Background: an optimization exercise with open tools, aiming at small area, a short achievable clock period and few clock cycles per item. Do not read the settings as production practice.
Function was checked by simulation only, so behaviour that the tests miss may differ from the original.

Setup of run A:
==> flow/design.v (excerpt) <==
module loeffler_dct_8 (
    input  wire logic    clock,
    input  wire logic    nreset,
    input  wire dct_pkg::sample_t fetch_data,
    output dct_pkg::bin_t         fetch_addr,
    output dct_pkg::result_t      result,
    output logic         frame_done
);
Size in the first run: roughly 1600 cells after synthesis, about 210 flip-flops.
clock: 8.5 ns
lec_check: 0
cap_margin: 20
core_margin: 2
core_utilization: 60
setup_slack_margin: 4.0
slew_margin: 20
tns_end_percent: 5
run.sh (not shown) runs the stock make flow with config.mk's settings and CLKGATE_MAP_FILE= SYNTH_SCRIPT=/design/flow/synth_recipe.tcl, a recipe that flattens the netlist after the stock synthesis.
Run A was carried through to the last stage, and its layout satisfied the timing, design-rule and antenna checks.
Testbench counts of run A, summed over its fixed seeds: cycles 3,528, frames 384.
> inputs changed (run A -> run B)
# run A
export LEC_CHECK = 0
export CAP_MARGIN = 20
export CORE_MARGIN = 2
export CORE_UTILIZATION = 60
export SETUP_SLACK_MARGIN = 4.0
export SLEW_MARGIN = 20
export TNS_END_PERCENT = 5
create_clock -name core_clock -period 8.5 [get_ports {clock}]
# run B
export LEC_CHECK = 0
export CAP_MARGIN = 20
export CORE_MARGIN = 2
export CORE_UTILIZATION = 60
export CTS_BUF_LIST = sky130_fd_sc_hd__clkbuf_4 sky130_fd_sc_hd__clkbuf_8
export SETUP_SLACK_MARGIN = 4.5
export SLEW_MARGIN = 20
export TNS_END_PERCENT = 5
create_clock -name core_clock -period 8.5 [get_ports {clock}]
==> run notes <==
Going from run A to run B, number of buffers other than clock buffers in the final layout went up; setup slack after layout went up; total vias in the final route went up.
For run C, these inputs were changed with respect to run B:
# run B
export LEC_CHECK = 0
export CAP_MARGIN = 20
export CORE_MARGIN = 2
export CORE_UTILIZATION = 60
export CTS_BUF_LIST = sky130_fd_sc_hd__clkbuf_4 sky130_fd_sc_hd__clkbuf_8
export SETUP_SLACK_MARGIN = 4.5
export SLEW_MARGIN = 20
export TNS_END_PERCENT = 5
create_clock -name core_clock -period 8.5 [get_ports {clock}]
# run C
export LEC_CHECK = 0
export CAP_MARGIN = 20
export CORE_MARGIN = 2
export CORE_UTILIZATION = 60
export SETUP_SLACK_MARGIN = 4.5
export SLEW_MARGIN = 20
export TNS_END_PERCENT = 5
create_clock -name core_clock -period 8.5 [get_ports {clock}]
==> comparison <==
- Run C against run B: global-route usage comparable, setup slack now smaller, sequential share of layout area comparable.
- When the final numbers for run B and run C were put side by side, the total wire length after detailed routing turned out to be greater in run C.
- Lower worst stage delay on the critical path was reported by run B, not run C.
- Compared with run B, in run C wire length on met3 lost 4.0%; count of routing violations after the opening detailed-route iteration lost about 0.8%.
- From run C to run B, area of the placeable core did not move at all.
--- input diff run C..run D ---
# run C
export LEC_CHECK = 0
export CAP_MARGIN = 20
export CORE_MARGIN = 2
export CORE_UTILIZATION = 60
export SETUP_SLACK_MARGIN = 4.5
export SLEW_MARGIN = 20
export TNS_END_PERCENT = 5
create_clock -name core_clock -period 8.5 [get_ports {clock}]
# run D
export LEC_CHECK = 0
export CAP_MARGIN = 20
export CORE_MARGIN = 2
export CORE_UTILIZATION = 70
export SETUP_SLACK_MARGIN = 4.5
export SLEW_MARGIN = 20
export TNS_END_PERCENT = 5
create_clock -name core_clock -period 8.5 [get_ports {clock}]
Findings:
- Flop-to-flop setup slack: run D < run C
- Run C was larger in final cell area than run D.
- In run D relative to run C, clock tree buffer count of the final layout had gone up by more than 10%.

========
loeffler_dct_8, a different RTL version from the one above (not shown whole).
For scale: ~1,500 cells after synthesis, about 200 flip-flops, ~34 I/O pins, about 16,000 µm² of cells after synthesis.
clock: 8.5 ns
lec_check: 0
cap_margin: 20
core_margin: 2
core_utilization: 60
setup_slack_margin: 5.0
slew_margin: 20
tns_end_percent: 2
Testbench counts at the start, summed over its fixed seeds: cycles 3,528, frames 384.
Change:
- SETUP_SLACK_MARGIN: 5.0 -> 4.5
- TNS_END_PERCENT: 2 -> 5
Outcome:
- The changed run ran to the end with no violations
- routed wire length came out lower by 2.5%
- non-clock buffer count came out lower by 16
- setup slack improves by 0.055 ns
- sequential cell count does not change
- final cell count came out lower by about 0.8%
- via count came out lower by about 1.5%
- utilization came out lower by 0.50 points
- count of clock-buffer cells in the layout came out lower by 1
- synthesized cell count does not change
Change:
- SETUP_SLACK_MARGIN: 4.5 -> 3.7
- TNS_END_PERCENT: 5 -> not set
=> The changed run passed the timing, design-rule and antenna checks. Critical path depth rose by 4. Die area is unchanged. Setup slack degrades by 0.013 ns. First-iteration DRC count grows by a few percent. Final area came out higher slightly. Area after synthesis does not change. Count of clock-buffer cells in the layout stays the same.

========
job 830:
loeffler_dct_8 with an RTL version that a note above also has.
Size: roughly 1,600 cells after synthesis, roughly 210 flip-flops, roughly 16,000 µm² of cells after synthesis.
// loeffler_dct_8
module loeffler_dct_8 (
    input  wire logic    clock,
    input  wire logic    nreset,
    input  wire dct_pkg::sample_t fetch_data,
    output dct_pkg::bin_t         fetch_addr,
    output dct_pkg::result_t      result,
    output logic         frame_done
);
export LEC_CHECK = 0
export CAP_MARGIN = 20
export CORE_MARGIN = 2
export CORE_UTILIZATION = 60
export GPL_ROUTABILITY_DRIVEN = 0
export SETUP_SLACK_MARGIN = 4.5
export SLEW_MARGIN = 20
export TNS_END_PERCENT = 5
create_clock -name core_clock -period 8.5 [get_ports {clock}]
Job 830 completed every stage of the flow, and the final layout passed the timing, design-rule and antenna checks.
Testbench counts of job 830, summed over its fixed seeds: cycles 3,528, frames 384.
Changes in job 386 relative to job 830:
Settings: setting CTS_BUF_LIST to sky130_fd_sc_hd__clkbuf_8 for the first time; removing GPL_ROUTABILITY_DRIVEN (formerly 0).
Notes after the runs:
The area after detailed placement was comparable across job 386 and job 830.
The run showing the smaller final worst-path cycle share is job 386.
Job 386 gives less worst hold slack than job 830 did.
Lower area growth from synthesis to layout goes to job 830 over job 386.

========
loeffler_dct_8, a different RTL version from the one above (not shown whole).
Size: roughly 1800 cells after synthesis, roughly 190 flip-flops, ~34 I/O pins.
// loeffler_dct_8
module loeffler_dct_8 (
    input  wire logic    clock,
    input  wire logic    nreset,
    input  wire dct_pkg::sample_t fetch_data,
    output dct_pkg::bin_t         fetch_addr,
    output dct_pkg::result_t      result,
    output logic         frame_done
);
export LEC_CHECK = 0
export ABC_CLOCK_PERIOD_IN_PS = 4000
export CAP_MARGIN = 20
export CORE_MARGIN = 2
export CORE_UTILIZATION = 40
export SETUP_SLACK_MARGIN = 4.5
export SLEW_MARGIN = 20
create_clock -name core_clock -period 8.5 [get_ports {clock}]
The first run went through all stages and came out clean.
Testbench counts at the start, summed over its fixed seeds: cycles 4,312, frames 384.
Next try:
ABC_CLOCK_PERIOD_IN_PS = 3000   (was 4000)
SETUP_SLACK_MARGIN = 5.0   (was 4.5)
Result: First-iteration DRC count grows by 11%. Final area rises by 3.7%. Via count came out higher by 0.86%.
Next try:
ABC_CLOCK_PERIOD_IN_PS = 4000   (was 3000)
CORE_UTILIZATION = 55   (was 40)
SETUP_SLACK_MARGIN = 4.5   (was 5.0)
What happened: The new run went through all stages and came out clean. First-iteration DRC count goes up by 15%. Synthesized area stays the same. Utilization goes up by 15 points. Design area goes down by 5.1%. Global-route usage goes up by 6.8 points.

-- what the ideal ports hide --
The results above use ideal ports. As a check the final layouts listed here were re-extracted and re-timed, cells and wires unchanged.
Step 1, drivers: a clkbuf_16 drives clock and a buf_2 each remaining input, both assumed.
Step 2 also shifts input and output timing later by t, the mid clock arrival at the registers, as if the neighbouring blocks saw the same clock.
Slacks: ideal ports / drivers / drivers and shift; pairs: ideal ports / drivers.
run | t, ns | setup WS [ns] | worst hold slack (ns)
run A | 0.567 | 3.543 / 3.543 / 3.318 | 0.476 / 0.476 / 0.476
run B | 0.581 | 3.780 / 3.780 / 3.355 | 0.450 / 0.450 / 0.450
run C | 0.565 | 3.765 / 3.765 / 3.392 | 0.462 / 0.462 / 0.462
run D | 0.554 | 3.526 / 3.526 / 3.397 | 0.481 / 0.481 / 0.481
the first run of note 2 | 0.481 | 3.676 / 3.676 / 3.676 | 0.423 / 0.423 / 0.423
the second run of note 2 | 0.477 | 3.731 / 3.731 / 3.571 | 0.428 / 0.428 / 0.428
the third run of note 2 | 0.487 | 3.718 / 3.718 / 3.680 | 0.435 / 0.435 / 0.435
job 830 | 0.565 | 3.555 / 3.555 / 3.354 | 0.474 / 0.474 / 0.474
job 386 | 0.580 | 3.755 / 3.755 / 3.359 | 0.452 / 0.452 / 0.452
the first run of note 4 | 0.497 | 4.013 / 4.013 / 4.013 | 0.320 / 0.320 / 0.320
the second run of note 4 | 0.530 | 4.001 / 4.001 / 4.001 | 0.318 / 0.318 / 0.318
the third run of note 4 | 0.500 | 4.063 / 4.063 / 4.063 | 0.327 / 0.327 / 0.327
After both steps every run listed still meets setup and hold. The setup slack of run B, which loses most, moves by 0.000 ns with the drivers and by -0.425 ns with both steps.
